This is an optimization exercise on Yosys and OpenROAD, whose aim is small area, a short achievable clock period and few clock cycles, not a production implementation.
Only simulation tests tie the RTL to the original design; equivalence was not proved.
Power figures rest on the tool's default switching activity, not on a simulated workload.

File: flow/flow/run.sh
#!/bin/bash
# standard layout, with repair_timing aiming past the 13 ns constraint
set -euo pipefail
bash standard.sh SETUP_SLACK_MARGIN=8.3 finish > flow_make.log 2>&1
File: flow/standard.sh
#!/bin/bash
# synth_recipe.tcl (not shown) runs the flow's synth.tcl, then flattens the netlist and writes it again
# the make line also repeats each setting of config.mk as NAME=value (left out here)
make -C /OpenROAD-flow-scripts/flow DESIGN_CONFIG=/design/flow/config.mk WORK_HOME=/design/flow/orfs CLKGATE_MAP_FILE= SYNTH_SCRIPT=/design/flow/synth_recipe.tcl "${@:-finish}"
File: flow/config.mk
export PLATFORM = sky130hd
export DESIGN_NAME = per_label_mean_variance
export DESIGN_NICKNAME = per_label_mean_variance
export VERILOG_FILES = /design/flow/design.v
export SDC_FILE = /design/flow/constraint.sdc
export NUM_CORES = 4
export LEC_CHECK = 0
export CAP_MARGIN = 20
export CORE_MARGIN = 2
export CORE_UTILIZATION = 40
export PLACE_DENSITY = 0.6
export SLEW_MARGIN = 20
File: flow/constraint.sdc
create_clock -name core_clock -period 13.0 [get_ports {clk}]
set_input_delay 2.6000 -clock core_clock [delete_from_list [all_inputs] [get_ports {clk}]]
set_output_delay 2.6000 -clock core_clock [all_outputs]
set_load 0.01 [all_outputs]
File: flow/design.v
`default_nettype none
package plmv_pkg;
	localparam int NLAB = 16;        
	localparam int CNT_W = 24;       
	localparam int MAG_W = 39;       
	localparam int SQ_W = 54;        
	localparam int W_W = 48;         
	localparam int Q_W = 56;         
	localparam int MDIV_N = 24;                  
	localparam int PASS_T0 = MDIV_N;             
	localparam int PASS_LAT = 5;                 
	localparam int TDIV_N = 31;                  
	localparam int TDIV_T0 = PASS_T0 + PASS_LAT + 1;
	localparam int OUT_T0 = TDIV_T0 + TDIV_N;
	localparam int QRD_LAG = 4;                  
endpackage
`default_nettype wire
`default_nettype none
import plmv_pkg::*;
module plmv_div (
	input  wire logic [23:0] rem,
	input  wire logic        inbit,
	input  wire logic [23:0] den,
	output logic             ge,
	output logic [23:0]      rem_next
);
	logic [24:0] trial;
	logic [25:0] diff;
	assign trial = {rem, inbit};
	assign diff = {1'b0, trial} - {2'b0, den};
	assign ge = ~diff[25];
	assign rem_next = ge ? diff[23:0] : trial[23:0];
endmodule
`default_nettype wire
`default_nettype none
import plmv_pkg::*;
module plmv_datapath (
	input  wire logic               clk,
	input  wire logic               arst_n,
	input  wire logic               s_valid,
	output logic                    s_ready,
	input  wire logic signed [15:0] s_sample,
	input  wire logic [5:0]         s_label,
	input  wire logic               s_counted,
	input  wire logic               s_frame_end,
	output logic                    r_valid,
	input  wire logic               r_ready,
	output logic [5:0]              r_label,
	output logic signed [23:0]      r_mean,
	output logic [29:0]             r_variance,
	output logic                    r_variance_infinite,
	output logic [23:0]             r_count,
	output logic                    r_last,
	input  wire logic               cfg_valid,
	input  wire logic [6:0]         cfg_label_count
);
	logic [6:0] lcnt_q;
	logic [4:0] eff;
	always_ff @(posedge clk or negedge arst_n) begin
		if (!arst_n) lcnt_q <= 7'd16;
		else if (cfg_valid) lcnt_q <= cfg_label_count;
	end
	assign eff = (lcnt_q == 7'd0) ? 5'd1 : (lcnt_q > 7'd16) ? 5'd16 : lcnt_q[4:0];
	logic [23:0]      fa_q [NLAB];
	logic [31:0]      fb_q [NLAB];
	logic [23:0]      fc_q [NLAB];
	logic [23:0]      fd_q [NLAB];
	logic [CNT_W-1:0] n_q  [NLAB];
	logic [NLAB-1:0]  sgn_q;
	logic [NLAB-1:0]  vld_q;
	logic            rd_mode_q, rd_mode_d;
	logic [6:0]      g_q, g_d;
	logic            mdiv_q, passw_q, pass_rd_q, outw_q;
	logic [NLAB-1:0] tdiv_q;
	logic [3:0]      p_idx_q;
	logic [4:0]      oidx_q;
	logic [NLAB-1:0] oidx_oh_q;
	logic            rdy_q;
	logic            stall_out;
	logic            hold3;
	logic            adv;
	logic            issue;
	logic            done;
	logic            b_fe;
	assign s_ready = rdy_q;
	assign stall_out = r_valid & ~r_ready;
	assign adv = !stall_out && !hold3;
	assign issue = outw_q && (oidx_q < eff) && adv;
	always_comb begin
		rd_mode_d = rd_mode_q;
		g_d = g_q;
		if (!rd_mode_q) begin
			if (b_fe) begin
				rd_mode_d = 1'b1;
				g_d = '0;
			end
		end else if (done) begin
			rd_mode_d = 1'b0;
		end else if (g_q != '1) begin
			g_d = g_q + 1'b1;
		end
	end
	always_ff @(posedge clk or negedge arst_n) begin
		if (!arst_n) begin
			rd_mode_q <= 1'b0;
			g_q <= '0;
			mdiv_q <= 1'b0;
			passw_q <= 1'b0;
			pass_rd_q <= 1'b0;
			outw_q <= 1'b0;
			tdiv_q <= '0;
			p_idx_q <= '0;
			oidx_q <= '0;
			oidx_oh_q <= 16'd1;
			rdy_q <= 1'b1;
		end else begin
			rd_mode_q <= rd_mode_d;
			g_q <= g_d;
			mdiv_q <= rd_mode_d && (g_d < 7'(MDIV_N));
			passw_q <= rd_mode_d && (g_d < 7'(OUT_T0));
			pass_rd_q <= rd_mode_d && (g_d >= 7'(PASS_T0)) && (g_d < 7'(PASS_T0 + NLAB));
			outw_q <= rd_mode_d && (g_d >= 7'(OUT_T0));
			for (int i = 0; i < NLAB; i++) begin
				tdiv_q[i] <= rd_mode_d && (g_d >= 7'(TDIV_T0 + i)) && (g_d < 7'(TDIV_T0 + i + TDIV_N));
			end
			p_idx_q <= 4'(g_d - 7'(PASS_T0));
			if (s_valid && rdy_q && s_frame_end)
				rdy_q <= 1'b0;
			if (issue) begin
				oidx_q <= oidx_q + 1'b1;
				oidx_oh_q <= {oidx_oh_q[NLAB-2:0], oidx_oh_q[NLAB-1]};
			end
			if (done) begin
				oidx_q <= '0;
				oidx_oh_q <= 16'd1;
				rdy_q <= 1'b1;
			end
		end
	end
	logic               i_v, i_cnt, i_fe;
	logic [5:0]         i_lab;
	logic signed [15:0] i_smp;
	logic [15:0]        i_abs;
	always_ff @(posedge clk or negedge arst_n) begin
		if (!arst_n) i_v <= 1'b0;
		else i_v <= s_valid & rdy_q;
	end
	always_ff @(posedge clk) begin
		i_smp <= s_sample;
		i_abs <= s_sample[15] ? 16'(-s_sample) : s_sample;
		i_lab <= s_label;
		i_cnt <= s_counted;
		i_fe <= s_frame_end;
	end
	logic               a_hit, a_fe;
	logic [NLAB-1:0]    a_oh;
	logic [15:0]        a_hh, a_hl, a_ll;
	logic signed [16:0] a_px, a_nx;
	logic [7:0]         xh, xl;
	assign xh = i_abs[15:8];
	assign xl = i_abs[7:0];
	always_ff @(posedge clk or negedge arst_n) begin
		if (!arst_n) begin
			a_hit <= 1'b0;
			a_fe <= 1'b0;
		end else begin
			a_hit <= i_v & i_cnt & ({1'b0, i_lab} < {2'b0, eff});
			a_fe <= i_v & i_fe;
		end
	end
	always_ff @(posedge clk) begin
		for (int i = 0; i < NLAB; i++)
			a_oh[i] <= i_lab[3:0] == 4'(i);
		a_hh <= xh * xh;
		a_hl <= xh * xl;
		a_ll <= xl * xl;
		a_px <= $signed({i_smp[15], i_smp});
		a_nx <= -$signed({i_smp[15], i_smp});
	end
	logic [NLAB-1:0]  o1_oh, o2_oh;
	logic [NLAB-1:0]  s_fa, s_bh, s_bl, s_fc, s_fd, s_n, s_s;
	logic [NLAB-1:0]  a_oh_d, p_oh_d, pq_oh_d, oidx_oh_d, o1_oh_d, o2_oh_d, vld_d;
	logic             passw_d;
	logic [23:0]      rd_fa, rd_bl, rd_fc, rd_fd;
	logic [7:0]       rd_bh;
	logic [CNT_W-1:0] rd_n;
	logic             rd_s;
	assign passw_d = rd_mode_d && (g_d < 7'(OUT_T0));
	always_comb begin
		for (int i = 0; i < NLAB; i++) begin
			a_oh_d[i] = i_lab[3:0] == 4'(i);
			p_oh_d[i] = g_d == 7'(PASS_T0 + i);
			pq_oh_d[i] = g_d == 7'(PASS_T0 + QRD_LAG + i);
		end
		if (done)
			oidx_oh_d = 16'd1;
		else if (issue)
			oidx_oh_d = {oidx_oh_q[NLAB-2:0], oidx_oh_q[NLAB-1]};
		else
			oidx_oh_d = oidx_oh_q;
		o1_oh_d = adv ? oidx_oh_q : o1_oh;
		o2_oh_d = adv ? o1_oh : o2_oh;
	end
	always_ff @(posedge clk or negedge arst_n) begin
		if (!arst_n) begin
			s_fa <= '0;
			s_bh <= '0;
			s_bl <= '0;
			s_fc <= '0;
			s_fd <= '0;
			s_n <= '0;
			s_s <= '0;
		end else if (!rd_mode_d) begin
			s_fa <= a_oh_d & vld_d;
			s_bh <= a_oh_d & vld_d;
			s_bl <= a_oh_d & vld_d;
			s_fc <= a_oh_d & vld_d;
			s_fd <= a_oh_d & vld_d;
			s_n <= a_oh_d & vld_d;
			s_s <= a_oh_d & vld_d;
		end else if (passw_d) begin
			s_fa <= p_oh_d & vld_d;
			s_bl <= p_oh_d & vld_d;
			s_n <= p_oh_d & vld_d;
			s_bh <= pq_oh_d & vld_d;
			s_fc <= pq_oh_d & vld_d;
			s_fd <= pq_oh_d & vld_d;
			s_s <= p_oh_d & vld_d;
		end else begin
			s_fd <= oidx_oh_d & vld_d;
			s_fc <= oidx_oh_d & vld_d;
			s_fa <= o1_oh_d & vld_d;
			s_n <= o1_oh_d & vld_d;
			s_bh <= o2_oh_d & vld_d;
			s_bl <= o2_oh_d & vld_d;
			s_s <= o2_oh_d & vld_d;
		end
	end
	always_comb begin
		rd_fa = '0;
		rd_bh = '0;
		rd_bl = '0;
		rd_fc = '0;
		rd_fd = '0;
		rd_n = '0;
		rd_s = 1'b0;
		for (int i = 0; i < NLAB; i++) begin
			rd_fa = rd_fa | ({24{s_fa[i]}} & fa_q[i]);
			rd_bh = rd_bh | ({8{s_bh[i]}} & fb_q[i][31:24]);
			rd_bl = rd_bl | ({24{s_bl[i]}} & fb_q[i][23:0]);
			rd_fc = rd_fc | ({24{s_fc[i]}} & fc_q[i]);
			rd_fd = rd_fd | ({24{s_fd[i]}} & fd_q[i]);
			rd_n = rd_n | ({CNT_W{s_n[i]}} & n_q[i]);
			rd_s = rd_s | (s_s[i] & sgn_q[i]);
		end
	end
	logic               b_hit, b_sat;
	logic [NLAB-1:0]    b_oh;
	logic [30:0]        b_sq;
	logic signed [16:0] b_xe, b_nxe;
	logic [MAG_W-1:0]   b_mag;
	logic               b_sgn;
	logic [SQ_W-1:0]    b_sqs;
	logic [CNT_W-1:0]   b_n;
	logic [31:0]        sq_full;
	logic               c_we;
	logic [MAG_W-1:0]   c_mag;
	logic               c_sgn;
	logic [SQ_W-1:0]    c_sqs;
	logic [CNT_W-1:0]   c_n;
	logic               fwd;
	logic               sgn_b;
	assign sq_full = {a_hh, 16'b0} + {7'b0, a_hl, 9'b0} + {16'b0, a_ll};
	assign fwd = c_we && ((b_oh & a_oh) != '0);
	assign sgn_b = fwd ? c_sgn : rd_s;
	always_ff @(posedge clk or negedge arst_n) begin
		if (!arst_n) begin
			b_hit <= 1'b0;
			b_fe <= 1'b0;
		end else begin
			b_hit <= a_hit;
			b_fe <= a_fe;
		end
	end
	always_ff @(posedge clk) begin
		b_oh <= a_oh;
		b_sq <= sq_full[30:0];
		b_xe <= sgn_b ? a_nx : a_px;
		b_nxe <= sgn_b ? a_px : a_nx;
		b_sgn <= sgn_b;
		if (fwd) begin
			b_mag <= c_mag;
			b_sqs <= c_sqs;
			b_n <= c_n;
			b_sat <= b_n == 24'hfffffe;
		end else begin
			b_mag <= {rd_fa[22:0], rd_bh, rd_bl[23:16]};
			b_sqs <= {rd_bl[5:0], rd_fc, rd_fd};
			b_n <= rd_n;
			b_sat <= rd_n == 24'hffffff;
		end
	end
	logic signed [40:0] t1;
	logic signed [16:0] t2;
	logic               tneg;
	assign t1 = $signed({2'b0, b_mag}) + 41'(b_xe);
	assign t2 = b_nxe - $signed(b_mag[16:0]);
	assign tneg = t1[40];
	assign c_we = b_hit && !b_sat;
	assign c_mag = tneg ? {22'b0, t2} : t1[MAG_W-1:0];
	assign c_sgn = b_sgn ^ tneg;
	assign c_sqs = b_sqs + {23'b0, b_sq};
	assign c_n = b_n + 1'b1;
	logic             p1_v, p2_v, p3_v, p4_v, p5_v;
	logic [3:0]       p1_idx, p2_idx, p3_idx, p4_idx;
	logic [NLAB-1:0]  p5_oh;
	logic [23:0]      p1_rm, p2_rm;
	logic [7:0]       p1_f8;
	logic [15:0]      p1_q0, p2_q0, p3_q0;
	logic [7:0]       p2_f8, p3_f8;
	logic [23:0]      p4_qm, p5_qm;
	logic [23:0]      p1_n;
	logic [27:0]      p2_knh, p2_knl;
	logic [23:0]      p3_r0, p4_r0, p5_r0;
	logic [27:0]      p4_pp [4];
	logic [39:0]      p5_prod;
	logic [SQ_W-1:0]  p5_Q;
	logic [31:0]      p3_sum;
	logic [39:0]      p4_sum;
	logic [SQ_W-1:0]  p_t;
	assign p3_sum = {p2_knh, 4'b0} + {4'b0, p2_knl} + {8'b0, p2_rm};
	assign p4_sum = {p4_pp[3], 12'b0} + {4'b0, p4_pp[2], 8'b0} + {8'b0, p4_pp[1], 4'b0}
		+ {12'b0, p4_pp[0]};
	assign p_t = p5_Q - {13'b0, p5_prod, 1'b0};
	always_ff @(posedge clk or negedge arst_n) begin
		if (!arst_n) begin
			p1_v <= 1'b0;
			p2_v <= 1'b0;
			p3_v <= 1'b0;
			p4_v <= 1'b0;
			p5_v <= 1'b0;
		end else begin
			p1_v <= pass_rd_q;
			p2_v <= p1_v;
			p3_v <= p2_v;
			p4_v <= p3_v;
			p5_v <= p4_v;
		end
	end
	always_ff @(posedge clk) begin
		p1_idx <= p_idx_q;
		p1_rm <= rd_fa;
		p1_f8 <= rd_bl[7:0];
		p1_q0 <= rd_bl[23:8];
		p1_n <= rd_n;
		p2_idx <= p1_idx;
		p2_rm <= p1_rm;
		p2_q0 <= p1_q0;
		p2_f8 <= p1_f8;
		p2_knh <= p1_f8[7:4] * p1_n;
		p2_knl <= p1_f8[3:0] * p1_n;
		p3_idx <= p2_idx;
		p3_q0 <= p2_q0;
		p3_f8 <= p2_f8;
		p3_r0 <= p3_sum[31:8];
		p4_idx <= p3_idx;
		p4_r0 <= p3_r0;
		p4_qm <= {p3_q0, p3_f8};
		for (int k = 0; k < 4; k++)
			p4_pp[k] <= p3_q0[4*k +: 4] * p3_r0;
		for (int i = 0; i < NLAB; i++)
			p5_oh[i] <= p4_idx == 4'(i);
		p5_r0 <= p4_r0;
		p5_qm <= p4_qm;
		p5_prod <= p4_sum;
		p5_Q <= {rd_bh[5:0], rd_fc, rd_fd};
	end
	logic [23:0] bus_a, bus_c, bus_d;
	logic [31:0] bus_b;
	assign bus_a = p5_v ? {1'b0, p_t[53:31]} : {1'b0, c_mag[38:16]};
	assign bus_b = p5_v ? {p_t[30:0], 1'b0} : {c_mag[15:0], 10'b0, c_sqs[53:48]};
	assign bus_c = p5_v ? p5_r0 : c_sqs[47:24];
	assign bus_d = p5_v ? p5_qm : c_sqs[23:0];
	for (genvar i = 0; i < NLAB; i++) begin : g_slot
		logic        we_acc, we, dv;
		logic        ge;
		logic [23:0] rem_next;
		assign we_acc = c_we && b_oh[i];
		assign we = we_acc || (p5_v && p5_oh[i]);
		assign dv = mdiv_q || tdiv_q[i];
		plmv_div u_div (
			.rem      (fa_q[i]),
			.inbit    (fb_q[i][31]),
			.den      (n_q[i]),
			.ge       (ge),
			.rem_next (rem_next)
		);
		always_ff @(posedge clk) begin
			if (we) begin
				fa_q[i] <= bus_a;
				fb_q[i] <= bus_b;
			end else if (dv) begin
				fa_q[i] <= rem_next;
				fb_q[i] <= {fb_q[i][30:0], ge};
			end
			if (we) begin
				fc_q[i] <= bus_c;
				fd_q[i] <= bus_d;
			end
			if (we_acc) begin
				n_q[i] <= c_n;
				sgn_q[i] <= c_sgn;
			end
		end
		assign vld_d[i] = done ? 1'b0 : (we_acc ? 1'b1 : vld_q[i]);
		always_ff @(posedge clk or negedge arst_n) begin
			if (!arst_n)
				vld_q[i] <= 1'b0;
			else
				vld_q[i] <= vld_d[i];
		end
	end
	logic             o1_v, o2_v, o3_v;
	logic [3:0]       o1_idx, o2_idx, o3_idx;
	logic             o1_last, o2_last, o3_last;
	logic [23:0]      o1_qm, o2_qm, o3_qm;
	logic [23:0]      o1_r0, o2_r0, o3_r0;
	logic [27:0]      o2_rfh, o2_rfl;
	logic [23:0]      o2_b, o2_n, o3_b, o3_n;
	logic [15:0]      o2_qhh, o2_qhl, o2_qll;
	logic [31:0]      o3_qq, o3_a;
	logic             o3_s;
	logic             o3_cf, o3_und;
	logic [32:0]      d_c;
	logic [33:0]      d1_c;
	assign d_c = {1'b0, o2_b, 8'b0} - {1'b0, o2_rfh, 4'b0} - {5'b0, o2_rfl};
	assign d1_c = {2'b0, o2_b, 8'b0} - {2'b0, o2_rfh, 4'b0} - {6'b0, o2_rfl} - {10'b0, o2_n};
	always_ff @(posedge clk or negedge arst_n) begin
		if (!arst_n) begin
			o1_v <= 1'b0;
			o2_v <= 1'b0;
			o3_v <= 1'b0;
		end else if (adv) begin
			o1_v <= issue;
			o2_v <= o1_v;
			o3_v <= o2_v;
		end
	end
	always_ff @(posedge clk) begin
		if (adv) begin
			o1_idx <= oidx_q[3:0];
			o1_oh <= oidx_oh_q;
			o1_last <= (oidx_q == eff - 5'd1);
			o1_qm <= rd_fd;
			o1_r0 <= rd_fc;
			o2_idx <= o1_idx;
			o2_oh <= o1_oh;
			o2_last <= o1_last;
			o2_qm <= o1_qm;
			o2_r0 <= o1_r0;
			o2_b <= rd_fa;
			o2_n <= rd_n;
			o2_rfh <= o1_r0 * o1_qm[7:4];
			o2_rfl <= o1_r0 * o1_qm[3:0];
			o2_qhh <= o1_qm[23:16] * o1_qm[23:16];
			o2_qhl <= o1_qm[23:16] * o1_qm[15:8];
			o2_qll <= o1_qm[15:8] * o1_qm[15:8];
			o3_idx <= o2_idx;
			o3_last <= o2_last;
			o3_qm <= o2_qm;
			o3_r0 <= o2_r0;
			o3_b <= o2_b;
			o3_n <= o2_n;
			o3_a <= {1'b0, rd_bh[6:0], rd_bl};
			o3_s <= rd_s;
			o3_qq <= {o2_qhh, 16'b0} + {7'b0, o2_qhl, 9'b0} + {16'b0, o2_qll};
			o3_cf <= d_c[32];
			o3_und <= !d_c[32] && d1_c[33] && (o2_r0 != '0);
		end
	end
	logic               sl_busy, sl_done, sl_av;
	logic [4:0]         sl_k;
	logic signed [49:0] sl_acc;
	logic signed [25:0] sl_add;
	logic               sl_c;
	assign hold3 = o3_v && o3_und && !sl_done;
	assign sl_c = sl_acc > 50'sd0;
	always_ff @(posedge clk or negedge arst_n) begin
		if (!arst_n) begin
			sl_busy <= 1'b0;
			sl_done <= 1'b0;
			sl_av <= 1'b0;
		end else if (hold3) begin
			if (!sl_busy) begin
				sl_busy <= 1'b1;
				sl_av <= 1'b0;
			end else begin
				sl_av <= 1'b1;
				if (sl_av && sl_k == 5'd31) begin
					sl_busy <= 1'b0;
					sl_done <= 1'b1;
				end
			end
		end else if (adv) begin
			sl_done <= 1'b0;
		end
	end
	always_ff @(posedge clk) begin
		if (hold3) begin
			if (!sl_busy) begin
				sl_k <= 5'd23;
				sl_acc <= '0;
			end else begin
				sl_k <= sl_k - 1'b1;
				sl_add <= (o3_r0[sl_k] ? $signed({2'b0, o3_r0}) : 26'sd0)
					- (o3_b[sl_k] ? $signed({2'b0, o3_n}) : 26'sd0);
				if (sl_av)
					sl_acc <= (sl_acc <<< 1) + 50'(sl_add);
			end
		end
	end
	logic        corr;
	logic [31:0] v0, v1;
	logic [23:0] mean_c;
	assign corr = o3_und ? sl_c : o3_cf;
	assign v0 = o3_a - o3_qq;
	assign v1 = o3_a - o3_qq - 32'd1;
	assign mean_c = o3_s ? -o3_qm : o3_qm;
	assign done = o3_v && o3_last && adv;
	always_ff @(posedge clk or negedge arst_n) begin
		if (!arst_n) r_valid <= 1'b0;
		else if (!stall_out) r_valid <= o3_v && !hold3;
	end
	always_ff @(posedge clk) begin
		if (!stall_out) begin
			r_label <= {2'b0, o3_idx};
			r_mean <= (o3_n == '0) ? 24'd0 : mean_c;
			r_variance <= (o3_n < 24'd2) ? 30'd0 : (corr ? v1[29:0] : v0[29:0]);
			r_variance_infinite <= o3_n < 24'd2;
			r_count <= o3_n;
			r_last <= o3_last;
		end
	end
endmodule
`default_nettype wire
`default_nettype none
import plmv_pkg::*;
module per_label_mean_variance (
	input  wire logic               clk,
	input  wire logic               arst_n,
	input  wire logic               s_valid,
	output logic                    s_ready,
	input  wire logic signed [15:0] s_sample,
	input  wire logic [5:0]         s_label,
	input  wire logic               s_counted,
	input  wire logic               s_frame_end,
	output logic                    r_valid,
	input  wire logic               r_ready,
	output logic [5:0]              r_label,
	output logic signed [23:0]      r_mean,
	output logic [29:0]             r_variance,
	output logic                    r_variance_infinite,
	output logic [23:0]             r_count,
	output logic                    r_last,
	input  wire logic               cfg_valid,
	output logic                    cfg_ready,
	input  wire logic [6:0]         cfg_label_count
);
	assign cfg_ready = 1'b1;
	plmv_datapath u_dp (
		.clk                 (clk),
		.arst_n              (arst_n),
		.s_valid             (s_valid),
		.s_ready             (s_ready),
		.s_sample            (s_sample),
		.s_label             (s_label),
		.s_counted           (s_counted),
		.s_frame_end         (s_frame_end),
		.r_valid             (r_valid),
		.r_ready             (r_ready),
		.r_label             (r_label),
		.r_mean              (r_mean),
		.r_variance          (r_variance),
		.r_variance_infinite (r_variance_infinite),
		.r_count             (r_count),
		.r_last              (r_last),
		.cfg_valid           (cfg_valid),
		.cfg_label_count     (cfg_label_count)
	);
endmodule
`default_nettype wire
==> reports/metrics.cfg, run 1 <==
[status]
outcome = finished clean

[sta]
max_freq_mhz = 205
final-hold-violation-count = 0
report.final.slew_viol_count = 0
setup_repair_after_global_routing_missed_its_margin = true
clock-skew-final_ps = 107
period_minus_slack_ps = 4880
fin_crit_sh_pct = 37.5
setup_tns_ps = 0
worst_slew_margin_rel_pct = 7.43
setup_viol = 0
timing_worst_slew_pin_value_ps = 1380

[die]
rows = 264
fp.dieH_um = 724
floorplan.initialDensity_pct = 40.1
fp.coreArea_mm2 = 0.517
die_x_um = 724
die_area_mm2 = 0.524
io_pins = 125

[cts]
cts_made_buffers = 408
cts_sinks = 3716
clockRootBuffer = clkbuf_16
cts.hold.buffers_added = 0
maximum_buffer_depth_of_the_clock_tree = 4
cts_tree = yes
clk_pin_slew_ps = 60
clk_latency_ps = 1090
cts-htree-levels = 5

[logic_synthesis]
synthesis.instances = 19100
synth_fa_ha_area_share_pct = 14.0
synth_compound_gate_area_share_pct = 15.1
synth_cell_type_count = 105
synthFlopType = edfxtp_1
yosysTopAreaCell = edfxtp_1
seq_area_frac_synth_pct = 49.0
async_flop_share_pct = 4.14
synth_edf_count = 2643
dominant_combinational_cell_family_by_area_after_synthesis = compound AO/OA/AOI/OAI gates
post_synth.cell_area_avg_um2 = 10.9
synthesis.area_mm2 = 0.207
synthesized_area_fraction_occupied_by_xor_and_xnor_cells_pct = 3.92
synthDominantCellAreaShare_pct = 38.3
yosys-top-cells-area = edfxtp_1 38%, dfxtp_1 8.9%, ha_1 7.8%
synth.ff_latch_count = 3716
post_synth_mux_area_share_pct = 2.23
yosys_warnings = 13
simple_gate_area_share_of_the_yosys_netlist_pct = 11.5

[critical_path]
timing.critical_path.arrival_ps = 5650
regToRegSetupSlack_ps = 8120
crit_path_max_fanout = 4
worst-endpoint-required_ps = 13780
timing.critical_path.to_type = flop
crit_path_start_kind = flop
criticalPathCategory = reg2reg

[global_routing]
global_route.usage.met2_pct = 42.2
via_count_of_the_first_global_routing_pass = 152000
top_usage_layer = met2
met1_global_route_usage_pct = 37.7
globalRouteOverflowTotal = 0
grt_first_pass_wirelength_um = 1080000
maximum_number_of_pins_on_one_net_before_global_route_repair = 149
grt_antenna_before_repair = 109
met3_usage_pct = 7.98
global_route.usage.total_pct = 28.2

[cells_and_area]
final_net_count = 21500
final_layout_size_suffix_gt1_share_pct = 11.1
area_growth_pct = 14.8
final_standard_cell_count_with_taps_included_and_fillers_excluded = 26800

[place]
portBuffers = 121
dpl.cell_count = 25700
routabilityCongestion = 1.00
hpwl_um = 528000

[detailed_routing]
route.vias.total = 160000
ant_nets = 0
routed_via_density = 5.95
routedWlPerCell_um = 28.6
drc = 0
totalWireLength_um = 767000
initialDrtViolationCount = 20700
detail_route.first_pass.iterations = 9

[power_and_ir_drop]
ir_worst_vdd_mv = 0.183
static_leak_nw = 97.8
power_density_mw_per_mm2 = 244

[flow_run]
max_cap_viol_count = 0

[worst_hold_path]
min_path_type = reg2reg

per-layer routing:
layer,part of all wire [%],up-vias,routed length [um]
li1,-,69800,-
met1,39,79000,300000
met2,43,9065,326000
met3,12,1832,95800
met4,5.7,46,43900
met5,0.037,-,287
power by group:
group	internal (mW)	switching, mW
clock	7.20	5.29
sequential	17.6	2.60
combinational	9.86	15.6
kinds of logic (layout without fill, tap and decap cells):
family	Yosys count	in the layout
AOI/OAI and AO/OA	4687	4690
xor gates and xnor gates	929	929
adders and majority gates	1933	1933
buffers and inverters	2342	3077
DFF	3716	3716
muxes	416	417
other	2	66
and+or+nand+nor	5085	5086
registers in the layout, indices dropped and copies added (netlist names), 29 cells and up:
register	count
u_dp.fc_q	384
u_dp.fb_q	512
u_dp.p5_Q	54
u_dp.fd_q	384
u_dp.p5_prod	40
u_dp.b_mag	39
u_dp.b_sq	30
u_dp.p4_pp	112
u_dp.b_sqs	54
u_dp.n_q	384
u_dp.o3_qq	29
u_dp.fa_q	384
u_dp.o3_a	30
u_dp.r_variance	30
u_dp.sl_acc	50
synthesized netlist by cell type (257+ instances only):
library cell / n
nor2_1: 1182
nand3_1: 257
a22oi_1: 470
a221oi_1: 300
dfxtp_1: 919
and2_1: 448
fa_1: 648
nor3_1: 269
ha_1: 1285
a21o_1: 345
inv_1: 1534
a22o_1: 298
clkbuf_1: 677
a21oi_1: 1101
o21ai_0: 962
edfxtp_1: 2643
xor2_1: 347
xnor2_1: 582
nand2_1: 1859
layout make-up:
class / instances / area, um2
fill: 47300 / 279000
sequential: 3716 / 102000
multi-input combinational: 13100 / 99900
clock buffer: 509 / 11200
tap: 6916 / 8650
timing repair buffer: 761 / 7400
inverter: 1545 / 5900
clock inverter: 262 / 3050
antenna: 63 / 158
repair_timing:
item / CTS / global route
endpoints found under the setup margin: 1329 / 1066
buffers inserted: 146 / 104
gates resized for setup: 279 / 419
gates cloned: 9 / 17
pin swaps: 58 / 118
path summary, 6_finish.rpt:
path | endpoint | depth (start not counted) | start
max | u_dp.fa_q[6][22]$_DFFE_PP_ | 14 | u_dp.fb_q[6][31]$_DFFE_PP_
min | u_dp.p3_q0[10]$_DFF_P_ | 0 | u_dp.p2_q0[10]$_DFF_P_
max reg2reg | u_dp.fa_q[6][22]$_DFFE_PP_ | 14 | u_dp.fb_q[6][31]$_DFFE_PP_
min reg2reg | u_dp.p3_q0[10]$_DFF_P_ | 0 | u_dp.p2_q0[10]$_DFF_P_
max in group asynchronous | u_dp.p5_v$_DFF_PN0_ | 2 | arst_n
min in group asynchronous | u_dp.r_valid$_DFFE_PN0N_ | 1 | arst_n
through the flow:
step / cell area (um2) / total power, mW / worst slack (ps) / hold slack, ps / util [%]
2_1_floorplan: 208000 / 35.1 / 7230 / 310 / -
3_3_place_gp: 218000 / 43.1 / 5820 / 310 / 42.2
3_5_place_dp: 218000 / 43.4 / 5750 / 312 / 42.2
4_1_cts: 235000 / 56.8 / 8280 / 301 / 45.5
5_1_grt: 238000 / 61.2 / 8040 / 306 / 46.1
6_report: 238000 / 58.2 / 8120 / 307 / 46.1
cell usage in the layout (no fill, tap or decap), drive strengths merged, types with 525 or more instances in the layout:
cell type / n
nor2: 1182
a21oi: 1109
clkbuf: 525
o21ai: 981
edfxtp: 2643
dfxtp: 919
ha: 1285
nand2: 1861
buf: 623
xnor2: 582
fa: 648
inv: 1569
critical path: stages, from the launching register on:
cell and delay (ps):
edfxtp_1 460, inv_1 100, ha_1 310, fa_1 250, nor2b_1 90, o31ai_1 710, a211o_1 240, o211ai_1 310
o311ai_2 750, a31oi_1 320, a21o_1 290, a21oi_1 190, xor2_1 170, o31ai_1 110, a221o_1 310
Testbench counts, summed over its fixed seeds: cycles 23,974.
==> run 2: changes to the inputs <==
--- a/flow/design.v
+++ b/flow/design.v
@@ -178,5 +178,5 @@
 		a_nx <= -$signed({i_smp[15], i_smp});
 	end
-	logic [NLAB-1:0]  o1_oh, o2_oh;
+	logic [NLAB-1:0]  o1_oh, o2_oh, o3_oh;
 	logic [NLAB-1:0]  s_fa, s_bh, s_bl, s_fc, s_fd, s_n, s_s;
 	logic [NLAB-1:0]  a_oh_d, p_oh_d, pq_oh_d, oidx_oh_d, o1_oh_d, o2_oh_d, vld_d;
@@ -229,6 +229,6 @@
 		end else begin
 			s_fd <= oidx_oh_d & vld_d;
-			s_fc <= oidx_oh_d & vld_d;
-			s_fa <= o1_oh_d & vld_d;
+			s_fc <= (sl_sel_d ? o3_oh : oidx_oh_d) & vld_d;
+			s_fa <= (sl_sel_d ? o3_oh : o1_oh_d) & vld_d;
 			s_n <= o1_oh_d & vld_d;
 			s_bh <= o2_oh_d & vld_d;
@@ -355,9 +355,9 @@
 		p1_n <= rd_n;
 		p2_idx <= p1_idx;
-		p2_rm <= p1_rm;
 		p2_q0 <= p1_q0;
 		p2_f8 <= p1_f8;
 		p2_knh <= p1_f8[7:4] * p1_n;
 		p2_knl <= p1_f8[3:0] * p1_n;
+		p2_rm <= p1_rm;
 		p3_idx <= p2_idx;
 		p3_q0 <= p2_q0;
@@ -425,7 +425,9 @@
 	logic             o1_last, o2_last, o3_last;
 	logic [23:0]      o1_qm, o2_qm, o3_qm;
-	logic [23:0]      o1_r0, o2_r0, o3_r0;
+	logic [23:0]      o1_r0;
+	logic             o2_r0nz;
 	logic [27:0]      o2_rfh, o2_rfl;
-	logic [23:0]      o2_b, o2_n, o3_b, o3_n;
+	logic [23:0]      o2_n, o3_n;
+	logic [33:0]      o2_bmn;
 	logic [15:0]      o2_qhh, o2_qhl, o2_qll;
 	logic [31:0]      o3_qq, o3_a;
@@ -434,6 +436,6 @@
 	logic [32:0]      d_c;
 	logic [33:0]      d1_c;
-	assign d_c = {1'b0, o2_b, 8'b0} - {1'b0, o2_rfh, 4'b0} - {5'b0, o2_rfl};
-	assign d1_c = {2'b0, o2_b, 8'b0} - {2'b0, o2_rfh, 4'b0} - {6'b0, o2_rfl} - {10'b0, o2_n};
+	assign d_c = {o2_bmn[32:0]} + {9'b0, o2_n} - {1'b0, o2_rfh, 4'b0} - {5'b0, o2_rfl};
+	assign d1_c = o2_bmn - {2'b0, o2_rfh, 4'b0} - {6'b0, o2_rfl};
 	always_ff @(posedge clk or negedge arst_n) begin
 		if (!arst_n) begin
@@ -458,7 +460,7 @@
 			o2_last <= o1_last;
 			o2_qm <= o1_qm;
-			o2_r0 <= o1_r0;
-			o2_b <= rd_fa;
+			o2_r0nz <= o1_r0 != '0;
 			o2_n <= rd_n;
+			o2_bmn <= {2'b0, rd_fa, 8'b0} - {10'b0, rd_n};
 			o2_rfh <= o1_r0 * o1_qm[7:4];
 			o2_rfl <= o1_r0 * o1_qm[3:0];
@@ -467,8 +469,7 @@
 			o2_qll <= o1_qm[15:8] * o1_qm[15:8];
 			o3_idx <= o2_idx;
+			o3_oh <= o2_oh;
 			o3_last <= o2_last;
 			o3_qm <= o2_qm;
-			o3_r0 <= o2_r0;
-			o3_b <= o2_b;
 			o3_n <= o2_n;
 			o3_a <= {1'b0, rd_bh[6:0], rd_bl};
@@ -476,14 +477,20 @@
 			o3_qq <= {o2_qhh, 16'b0} + {7'b0, o2_qhl, 9'b0} + {16'b0, o2_qll};
 			o3_cf <= d_c[32];
-			o3_und <= !d_c[32] && d1_c[33] && (o2_r0 != '0);
+			o3_und <= !d_c[32] && d1_c[33] && o2_r0nz;
 		end
 	end
-	logic               sl_busy, sl_done, sl_av;
+	logic               sl_busy, sl_done, sl_av, sl_pre;
 	logic [4:0]         sl_k;
 	logic signed [49:0] sl_acc;
 	logic signed [25:0] sl_add;
+	logic signed [25:0] sl_rn, sl_nn;
+	logic               sl_br, sl_bb;
 	logic               sl_c;
+	logic               sl_sel_d;
+	assign sl_br = rd_fc[sl_k];
+	assign sl_bb = rd_fa[sl_k];
 	assign hold3 = o3_v && o3_und && !sl_done;
 	assign sl_c = sl_acc > 50'sd0;
+	assign sl_sel_d = hold3 && !(sl_busy && sl_av && (sl_k == 5'd31));
 	always_ff @(posedge clk or negedge arst_n) begin
 		if (!arst_n) begin
@@ -491,8 +498,12 @@
 			sl_done <= 1'b0;
 			sl_av <= 1'b0;
+			sl_pre <= 1'b0;
 		end else if (hold3) begin
 			if (!sl_busy) begin
 				sl_busy <= 1'b1;
+				sl_pre <= 1'b1;
 				sl_av <= 1'b0;
+			end else if (sl_pre) begin
+				sl_pre <= 1'b0;
 			end else begin
 				sl_av <= 1'b1;
@@ -511,8 +522,15 @@
 				sl_k <= 5'd23;
 				sl_acc <= '0;
+				sl_nn <= -$signed({2'b0, o3_n});
+			end else if (sl_pre) begin
+				sl_rn <= $signed({2'b0, rd_fc}) - $signed({2'b0, o3_n});
 			end else begin
 				sl_k <= sl_k - 1'b1;
-				sl_add <= (o3_r0[sl_k] ? $signed({2'b0, o3_r0}) : 26'sd0)
-					- (o3_b[sl_k] ? $signed({2'b0, o3_n}) : 26'sd0);
+				case ({sl_br, sl_bb})
+					2'b00: sl_add <= 26'sd0;
+					2'b01: sl_add <= sl_nn;
+					2'b10: sl_add <= $signed({2'b0, rd_fc});
+					default: sl_add <= sl_rn;
+				endcase
 				if (sl_av)
 					sl_acc <= (sl_acc <<< 1) + 50'(sl_add);
==> reports/metrics.cfg, run 2 <==
[logic_synthesis]
synthesized_area_fraction_occupied_by_xor_and_xnor_cells_pct = 4.09
synth_cell_type_count = 97
post_synth.cell_area_avg_um2 = 10.9
synthDominantCellAreaShare_pct = 38.3
synth_fa_ha_area_share_pct = 14.0
synthesis.instances = 19000
dominant_combinational_cell_family_by_area_after_synthesis = compound AO/OA/AOI/OAI gates
synthesis.area_mm2 = 0.208
synthFlopType = edfxtp_1
yosys-top-cells-area = edfxtp_1 38%, dfxtp_1 8.9%, ha_1 7.7%
ys_top_cells_by_count = 2647 x edfxtp_1, 1698 x nand2_1, 1556 x inv_1
synth_edf_count = 2647
yosysTopAreaCell = edfxtp_1
simple_gate_area_share_of_the_yosys_netlist_pct = 11.2
synth.ff_latch_count = 3753
async_flop_share_pct = 4.98
seq_area_frac_synth_pct = 49.4
yosys.cell_count.top_type = edfxtp_1
post_synth_mux_area_share_pct = 2.31
yosys_warnings = 13
synth_compound_gate_area_share_pct = 14.6

[sta]
final-hold-violation-count = 0
fin_crit_sh_pct = 37.1
hold-worst-slack_ps = 272
setup_tns_ps = 0
max_freq_mhz = 207
setup_viol = 0
period_minus_slack_ps = 4820
timing_worst_slew_pin_value_ps = 1220
setup_repair_after_global_routing_missed_its_margin = true
clock-skew-final_ps = 68.8
postLayoutSetupSlackWorst_ps = 8180
report.final.slew_viol_count = 0
worst_slew_margin_rel_pct = 18.2

[cts]
clk_latency_ps = 1040
cts.hold.buffers_added = 0
clockRootBuffer = clkbuf_16
clk_pin_slew_ps = 60
cts_made_buffers = 415
maximum_buffer_depth_of_the_clock_tree = 4
cts_tree = yes
cts-htree-levels = 5
cts_sinks = 3753

[critical_path]
worst_r2r_endpoint = u_dp.p4_pp[1][27]$_DFF_P_
worst-r2r-cell-count = 17
r2r_startpoint = u_dp.p3_q0[5]$_DFF_P_
critical_path.startpoint = u_dp.p3_q0[5]$_DFF_P_
timing.critical_path.to_type = flop
worst-endpoint-required_ps = 13940
timing_endpoint_of_the_critical_path = u_dp.p4_pp[1][27]$_DFF_P_
crit_path_max_fanout = 10
regToRegSetupSlack_ps = 8180
criticalPathCategory = reg2reg
timing.critical_path.arrival_ps = 5760
crit_path_start_kind = flop

[cells_and_area]
area_growth_pct = 16.4
leading_cell_type_in_the_layout_fill_and_taps_excluded = edfxtp_1
multi_input_area_mm2 = 0.100
registers.top_by_ff_count = u_dp.fb_q
final_net_count = 21600
largest_register_ff_count = 512
seq_area_mm2 = 0.103
fillers = 46900
final_layout_size_suffix_gt1_share_pct = 12.8
postLayoutCellArea_mm2 = 0.242
leading_cell_types_in_the_layout_fill_and_taps_excluded = 2647 x edfxtp_1, 1674 x nand2_1, 1525 x inv_1, 1224 x ha_1, 1182 x nor2_1

[place]
pre_cts_ws_ps = 5600
portBuffers = 121
hpwl_um = 538000
place_area_mm2 = 0.219
routabilityCongestion = 0.976

[detailed_routing]
totalWireLength_um = 808000
routedWlPerCell_um = 30.0
initialDrtViolationCount = 21900
routed_via_density = 6.05
top_layer = met5
drc = 0
wl_met3_um = 102000
route.vias.total = 163000
ant_nets = 0
detail_route.first_pass.iterations = 8
detail_route.wirelength.met1_um = 309000
met2_wirelength_um = 346000

[power_and_ir_drop]
power_density_mw_per_mm2 = 260
p_total_mw = 62.8
static_leak_nw = 101
ir_worst_vdd_mv = 0.226

[die]
floorplan.initialDensity_pct = 40.1
io_pins = 125
rows = 264
fp.coreArea_mm2 = 0.517
die_area_mm2 = 0.525
die_x_um = 724
fp.dieH_um = 724

[worst_hold_path]
min_path_type = reg2reg

[global_routing]
via_count_of_the_first_global_routing_pass = 154000
global_route.usage.total_pct = 29.5
grt_antenna_before_repair = 81
globalRouteOverflowTotal = 0
grt_first_pass_wirelength_um = 1110000
maximum_number_of_pins_on_one_net_before_global_route_repair = 91

[flow_run]
max_cap_viol_count = 0

[status]
outcome = finished clean

run 2: cell types whose count changed after synthesis, sizes merged, moves of 45 or more:
cell / previous run / this run
buf: 119 / 57
nand2: 1861 / 1698
a21o: 345 / 267
o21ai: 980 / 1028
xnor2: 582 / 641
clkbuf: 678 / 732
a21oi: 1109 / 1172
and2: 453 / 498
run 2: cells by family (layout without fill, tap and decap cells):
kind of cell	Yosys count	count (layout)
and+or+nand+nor	4961	4962
xor gates and xnor gates	969	969
muxes	430	432
DFF	3753	3753
buffers and inverters	2360	3334
other	2	37
adders and majority gates	1933	1933
AOI/OAI and AO/OA	4636	4639
run 2: final cells by class:
cell class / count / share of cell area (%)
multi-input cells: 12900 / 41.5
flip-flops and latches: 3753 / 42.5
inverters: 1571 / 2.50
diodes: 34 / 0.0352
well taps: 6916 / 3.58
clock inverters: 222 / 0.917
repair buffers: 984 / 4.09
clock buffers: 557 / 4.85
run 2: timing repair:
action                      CTS  global route
gates cloned                 20            17
resized for setup           594           457
buffers inserted            232           169
pin swaps                   158           239
setup endpoints to repair  1569          1102
run 2: power by group:
part	internal (mW)	switching, mW
Clock	7.02	5.25
Combinational	11.1	18.6
Sequential	18.1	2.80
run 2: worst min-delay path by stage:
stage	from	endpoint	slack (ps)	cells past startpoint
global route	u_dp.p2_f8[1]$_DFF_P_	u_dp.p3_f8[1]$_DFF_P_	280	0
global placement	u_dp.p1_rm[0]$_DFF_P_	u_dp.p2_rm[0]$_DFF_P_	310	0
finish	u_dp.p2_f8[1]$_DFF_P_	u_dp.p3_f8[1]$_DFF_P_	270	0
CTS	u_dp.p2_f8[1]$_DFF_P_	u_dp.p3_f8[1]$_DFF_P_	280	0
floorplan	u_dp.a_ll[2]$_DFF_P_	u_dp.b_sq[2]$_DFF_P_	310	0
detailed placement	u_dp.p4_r0[23]$_DFF_P_	u_dp.p5_r0[23]$_DFF_P_	310	0
run 2: worst max-delay path: stages (launching register included):
cell	delay (ps)
dfxtp_4	360
buf_12	110
buf_4	190
nand2_1	100
fa_1	550
inv_1	50
fa_1	490
ha_1	240
or3_1	390
o22a_1	250
a21o_1	250
o211ai_1	280
a31oi_1	180
o311a_1	330
or4_4	440
a31o_4	250
a21oi_2	150
xnor2_1	130
run 2: routing by layer:
layer  track usage, %  vias up
li1                 -    69800
met1             38.4    80800
met2             44.7     9984
met3             8.51     2396
met4             14.8       42
met5                0        -
run 2: stage by stage:
stage	util (%)	std cells
after floorplan	-	19000
after global placement	42.3	25700
after detailed placement	42.3	25700
after CTS	46.0	26800
after global routing	46.7	27000
final	46.7	27000
Testbench counts of run 2, summed over its fixed seeds: cycles 23,978.

## separate check: timing with driven ports
No port has a modelled driver above. Below, the same layouts with a new extraction and two added sets of constraints. Step 1: set_driving_cell puts a clkbuf_16 on clk and a buf_2 on each other input, an assumption about the parent block. Step 2 times the ports against the registers' clock, not the clock port: input delays grow and output delays shrink by t, the midpoint of the rising clock arrivals with the driver on. Slacks: ideal / step 1 / step 2; pairs: ideal / step 1.
| run | shift t [ns] | slack for setup (ns) | worst hold slack (ns) |
|---|---|---|---|
| run 1 | 1.161 | 8.124 / 8.124 / 7.489 | 0.307 / 0.307 / 0.307 |
| run 2 | 1.129 | 8.180 / 8.180 / 7.382 | 0.272 / 0.271 / 0.271 |
After both steps setup and hold are still met in every run listed. The setup slack of run 2, which loses most, moves by 0.000 ns with the drivers and by -0.798 ns with both steps.
